This is an optimization exercise on Yosys and OpenROAD, whose aim is small area, a short achievable clock period and few clock cycles, not a production implementation. Where RTL was checked, it was by simulation tests only, not by an equivalence proof against the original. Power is estimated from default activity; no workload was simulated.

## hart_mem_sys
module hart_mem_sys (
    input  logic                   i_clk,
    input  logic                   i_rst_n,
    input  logic [31:0]            i_fetch_addr,
    output logic [31:0]            o_fetch_inst,
    output logic                   o_fetch_busy,
    input  logic                   i_ls_read,
    input  logic                   i_ls_write,
    input  logic [31:0]            i_ls_addr,
    input  logic [31:0]            i_ls_wdata,
    input  logic [1:0]             i_ls_size,
    input  logic                   i_ls_unsigned,
    output logic [31:0]            o_ls_rdata,
    output logic                   o_ls_trap,
    output logic                   o_ls_busy,
    output logic                   o_mem_ren,
    output logic                   o_mem_wen,
    output logic [31:0]            o_mem_addr,
    output logic [31:0]            o_mem_wdata,
    input  logic [31:0]            i_mem_rdata,
    input  logic                   i_mem_valid,
    input  logic                   i_mem_ready
);
==> module hart_mem_sys, before the edit <==
module hart_mem_sys (
    input  logic                   i_clk,
    input  logic                   i_rst_n,
    input  logic [31:0]            i_fetch_addr,
    output logic [31:0]            o_fetch_inst,
    output logic                   o_fetch_busy,
    input  logic                   i_ls_read,
    input  logic                   i_ls_write,
    input  logic [31:0]            i_ls_addr,
    input  logic [31:0]            i_ls_wdata,
    input  logic [1:0]             i_ls_size,
    input  logic                   i_ls_unsigned,
    output logic [31:0]            o_ls_rdata,
    output logic                   o_ls_trap,
    output logic                   o_ls_busy,
    output logic                   o_mem_ren,
    output logic                   o_mem_wen,
    output logic [31:0]            o_mem_addr,
    output logic [31:0]            o_mem_wdata,
    input  logic [31:0]            i_mem_rdata,
    input  logic                   i_mem_valid,
    input  logic                   i_mem_ready
);
    typedef enum logic [1:0] {
        RD_NONE  = 2'd0,
        RD_FETCH = 2'd1,
        RD_LOAD  = 2'd2,
        RD_STORE = 2'd3
    } rd_e;
    rd_e        rd_q, rd_d;
    logic [1:0] off_q;
    logic [1:0] size_q;
    logic       uns_q;
    always_ff @(posedge i_clk) begin
        if (!i_rst_n) rd_q <= RD_NONE;
        else          rd_q <= rd_d;
        off_q  <= i_ls_addr[1:0];
        size_q <= i_ls_size;
        uns_q  <= i_ls_unsigned;
    end
    logic rd_none, rd_f, rd_l, rd_s;
    logic is_byte, is_half, is_word, mis_q;
    assign rd_none = (rd_q == RD_NONE);
    assign rd_f    = (rd_q == RD_FETCH);
    assign rd_l    = (rd_q == RD_LOAD);
    assign rd_s    = (rd_q == RD_STORE);
    assign is_byte = (size_q == 2'd0);
    assign is_half = (size_q == 2'd1);
    assign is_word = size_q[1];
    assign mis_q   = (is_half && off_q[0]) || (is_word && (off_q != 2'b00));
    logic ls_sel, word_store;
    assign word_store = i_ls_write && i_ls_size[1] && (i_ls_addr[1:0] == 2'b00);
    assign ls_sel     = (i_ls_read || i_ls_write) && !rd_l;
    assign o_mem_wen  = i_mem_ready && ((rd_none && word_store) ||
                                        (rd_s && i_mem_valid && !mis_q));
    assign o_mem_ren  = i_mem_ready && ((rd_none && !word_store) || (rd_l && i_mem_valid));
    assign o_mem_addr = ls_sel ? {i_ls_addr[31:2], 2'b00} : {i_fetch_addr[31:2], 2'b00};
    always_comb begin
        rd_d = rd_q;
        if (i_mem_valid) rd_d = RD_NONE;
        if (o_mem_ren) begin
            if (!ls_sel)         rd_d = RD_FETCH;
            else if (i_ls_write) rd_d = RD_STORE;
            else                 rd_d = RD_LOAD;
        end
    end
    assign o_fetch_inst = i_mem_rdata;
    assign o_fetch_busy = !(rd_f && i_mem_valid);
    assign o_ls_busy = !(o_mem_wen || ((rd_l || (rd_s && mis_q)) && i_mem_valid));
    assign o_ls_trap = mis_q && rd_q[1];
    logic [3:0] mask, sel_old, sel_own, sel_lo, sel_hi;
    always_comb begin
        if (is_byte)      mask = 4'b0001 << off_q;
        else if (is_half) mask = off_q[1] ? 4'b1100 : 4'b0011;
        else              mask = 4'b1111;
    end
    always_comb begin
        sel_old = 4'b0000;
        sel_own = 4'b1111;
        sel_lo  = 4'b0000;
        sel_hi  = 4'b0000;
        if (rd_s) begin
            sel_old = ~mask;
            sel_own = mask & (is_half ? 4'b0011 : 4'b0001);
            sel_lo  = mask & (is_half ? 4'b0100 : 4'b1110);
            sel_hi  = mask & (is_half ? 4'b1000 : 4'b0000);
        end
    end
    always_comb begin
        for (int k = 0; k < 4; k++) begin
            o_mem_wdata[8*k +: 8] = ({8{sel_old[k]}} & i_mem_rdata[8*k +: 8]) |
                                    ({8{sel_own[k]}} & i_ls_wdata[8*k +: 8]) |
                                    ({8{sel_lo[k]}}  & i_ls_wdata[7:0]) |
                                    ({8{sel_hi[k]}}  & i_ls_wdata[15:8]);
        end
    end
    logic [3:0] lo_sel, sign_b_sel, sign_h_sel;
    logic       sign_b, sign_bh;
    assign lo_sel     = 4'b0001 << off_q;
    assign sign_b_sel = (uns_q || !is_byte) ? 4'b0000 : lo_sel;
    assign sign_h_sel = (uns_q || !is_half) ? 4'b0000 : (off_q[1] ? 4'b1000 : 4'b0010);
    assign sign_b     = |(sign_b_sel & {i_mem_rdata[31], i_mem_rdata[23],
                                        i_mem_rdata[15], i_mem_rdata[7]});
    assign sign_bh    = |((sign_b_sel | sign_h_sel) & {i_mem_rdata[31], i_mem_rdata[23],
                                                       i_mem_rdata[15], i_mem_rdata[7]});
    always_comb begin
        o_ls_rdata[7:0]   = ({8{lo_sel[0]}} & i_mem_rdata[7:0]) |
                            ({8{lo_sel[1]}} & i_mem_rdata[15:8]) |
                            ({8{lo_sel[2]}} & i_mem_rdata[23:16]) |
                            ({8{lo_sel[3]}} & i_mem_rdata[31:24]);
        o_ls_rdata[15:8]  = ({8{!is_byte && !off_q[1]}} & i_mem_rdata[15:8]) |
                            ({8{!is_byte &&  off_q[1]}} & i_mem_rdata[31:24]) |
                            {8{sign_b}};
        o_ls_rdata[31:16] = ({16{is_word}} & i_mem_rdata[31:16]) | {16{sign_bh}};
    end
endmodule
==> flow/config.mk <==
export PLATFORM = sky130hd
export DESIGN_NAME = hart_mem_sys
export DESIGN_NICKNAME = hart_mem_sys
export VERILOG_FILES = /design/flow/design.v
export SDC_FILE = /design/flow/constraint.sdc
export NUM_CORES = 4
export LEC_CHECK = 0
export CAP_MARGIN = 20
export CORE_MARGIN = 2
export CORE_UTILIZATION = 25
export PLACE_DENSITY = 0.6
export SETUP_SLACK_MARGIN = 2.3
export SLEW_MARGIN = 20
==> flow/constraint.sdc <==
create_clock -name core_clock -period 6.0 [get_ports {i_clk}]
set_input_delay 1.2000 -clock core_clock [delete_from_list [all_inputs] [get_ports {i_clk}]]
set_output_delay 1.2000 -clock core_clock [all_outputs]
set_load 0.01 [all_outputs]
standard.sh (not shown) runs the stock make flow with config.mk's settings and CLKGATE_MAP_FILE= SYNTH_SCRIPT=/design/flow/synth_recipe.tcl, a recipe that flattens the netlist after the stock synthesis.
==> flow/flow/run.sh <==
#!/bin/bash
set -euo pipefail
export BUFFER_PORTS_ARGS="-buffer_cell sky130_fd_sc_hd__buf_1"
bash standard.sh MATCH_CELL_FOOTPRINT=0 finish > standard_flow.log 2>&1
The first run went through all stages and came out clean.
Edit:
--- a/flow/design.v
+++ b/flow/design.v
@@ -60,18 +60,20 @@
     assign rd_l    = (rd_q == RD_LOAD);
     assign rd_s    = (rd_q == RD_STORE);
     assign is_byte = (size_q == 2'd0);
     assign is_half = (size_q == 2'd1);
     assign is_word = size_q[1];
     assign mis_q   = (is_half && off_q[0]) || (is_word && (off_q != 2'b00));
-    logic ls_sel, word_store;
+    logic ls_sel, word_store, bus_free;
+    assign bus_free   = rd_none || i_mem_valid;
     assign word_store = i_ls_write && i_ls_size[1] && (i_ls_addr[1:0] == 2'b00);
     assign ls_sel     = (i_ls_read || i_ls_write) && !rd_l;
-    assign o_mem_wen  = i_mem_ready && ((rd_none && word_store) ||
+    assign o_mem_wen  = i_mem_ready && ((word_store && bus_free) ||
                                         (rd_s && i_mem_valid && !mis_q));
-    assign o_mem_ren  = i_mem_ready && ((rd_none && !word_store) || (rd_l && i_mem_valid));
+    assign o_mem_ren  = i_mem_ready && bus_free &&
+                        (ls_sel ? (!word_store && !rd_s) : !rd_f);
     assign o_mem_addr = ls_sel ? {i_ls_addr[31:2], 2'b00} : {i_fetch_addr[31:2], 2'b00};
     always_comb begin
         rd_d = rd_q;
         if (i_mem_valid) rd_d = RD_NONE;
         if (o_mem_ren) begin
             if (!ls_sel)         rd_d = RD_FETCH;
@@ -106,26 +108,25 @@
             o_mem_wdata[8*k +: 8] = ({8{sel_old[k]}} & i_mem_rdata[8*k +: 8]) |
                                     ({8{sel_own[k]}} & i_ls_wdata[8*k +: 8]) |
                                     ({8{sel_lo[k]}}  & i_ls_wdata[7:0]) |
                                     ({8{sel_hi[k]}}  & i_ls_wdata[15:8]);
         end
     end
-    logic [3:0] lo_sel, sign_b_sel, sign_h_sel;
-    logic       sign_b, sign_bh;
-    assign lo_sel     = 4'b0001 << off_q;
-    assign sign_b_sel = (uns_q || !is_byte) ? 4'b0000 : lo_sel;
-    assign sign_h_sel = (uns_q || !is_half) ? 4'b0000 : (off_q[1] ? 4'b1000 : 4'b0010);
-    assign sign_b     = |(sign_b_sel & {i_mem_rdata[31], i_mem_rdata[23],
-                                        i_mem_rdata[15], i_mem_rdata[7]});
-    assign sign_bh    = |((sign_b_sel | sign_h_sel) & {i_mem_rdata[31], i_mem_rdata[23],
-                                                       i_mem_rdata[15], i_mem_rdata[7]});
+    logic [3:0] lo_sel, sign_sel;
+    logic       sign;
+    assign lo_sel   = 4'b0001 << off_q;
+    assign sign_sel = uns_q   ? 4'b0000 :
+                      is_byte ? lo_sel :
+                      is_half ? (off_q[1] ? 4'b1000 : 4'b0010) : 4'b0000;
+    assign sign     = |(sign_sel & {i_mem_rdata[31], i_mem_rdata[23],
+                                    i_mem_rdata[15], i_mem_rdata[7]});
     always_comb begin
         o_ls_rdata[7:0]   = ({8{lo_sel[0]}} & i_mem_rdata[7:0]) |
                             ({8{lo_sel[1]}} & i_mem_rdata[15:8]) |
                             ({8{lo_sel[2]}} & i_mem_rdata[23:16]) |
                             ({8{lo_sel[3]}} & i_mem_rdata[31:24]);
         o_ls_rdata[15:8]  = ({8{!is_byte && !off_q[1]}} & i_mem_rdata[15:8]) |
                             ({8{!is_byte &&  off_q[1]}} & i_mem_rdata[31:24]) |
-                            {8{sign_b}};
-        o_ls_rdata[31:16] = ({16{is_word}} & i_mem_rdata[31:16]) | {16{sign_bh}};
+                            ({8{is_byte}} & {8{sign}});
+        o_ls_rdata[31:16] = is_word ? i_mem_rdata[31:16] : {16{sign}};
     end
 endmodule
The new run completed without violations.
First-iteration DRC count grows by 22%.
Utilization went up by 1.3 points.
Flip-flop and latch count is unchanged.
Routed wire length went down by 4.5%.
Total power goes up by 1.0%.
Count of clock-buffer cells in the layout is unchanged.
Via count falls by 0.60%.
Final area decreases by 1.8%.
Setup slack degrades by 0.060 ns.
Area after synthesis went down by 4.9%.
Testbench counts after the change, summed over its fixed seeds: cycles 137,032.
For the first run of this note, only the layout was checked, not whether the RTL still works.

static timing again, ports no longer ideal:
The results above use ideal ports. As a check the final layouts listed here were re-extracted and re-timed, cells and wires unchanged. Step 1 sets driving cells, clkbuf_16 on the clock port and buf_2 on the other inputs (assumed; they add their load-dependent delay and slew). Step 2 times the ports against the registers' clock, not the clock port: input delays grow and output delays shrink by t, the midpoint of the rising clock arrivals with the driver on. Three values: no drivers, after step 1, after step 2; two values: the first two.
| run | t (ns) | setup slack, ns | hold WS [ns] | worst setup path at the end | worst register clock-pin slew, ns |
|---|---|---|---|---|---|
| the first run | 0.237 | 2.439 / 2.418 / 2.418 | 0.829 / 0.829 / 0.829 | input to output | 0.04 / 0.04 |
| the second run | 0.243 | 2.379 / 2.353 / 2.353 | 0.718 / 0.718 / 0.718 | input to output | 0.04 / 0.04 |
After both steps setup and hold are still met in every run listed. The setup slack of the second run, which loses most, moves by -0.026 ns with the drivers and by -0.026 ns with both steps.
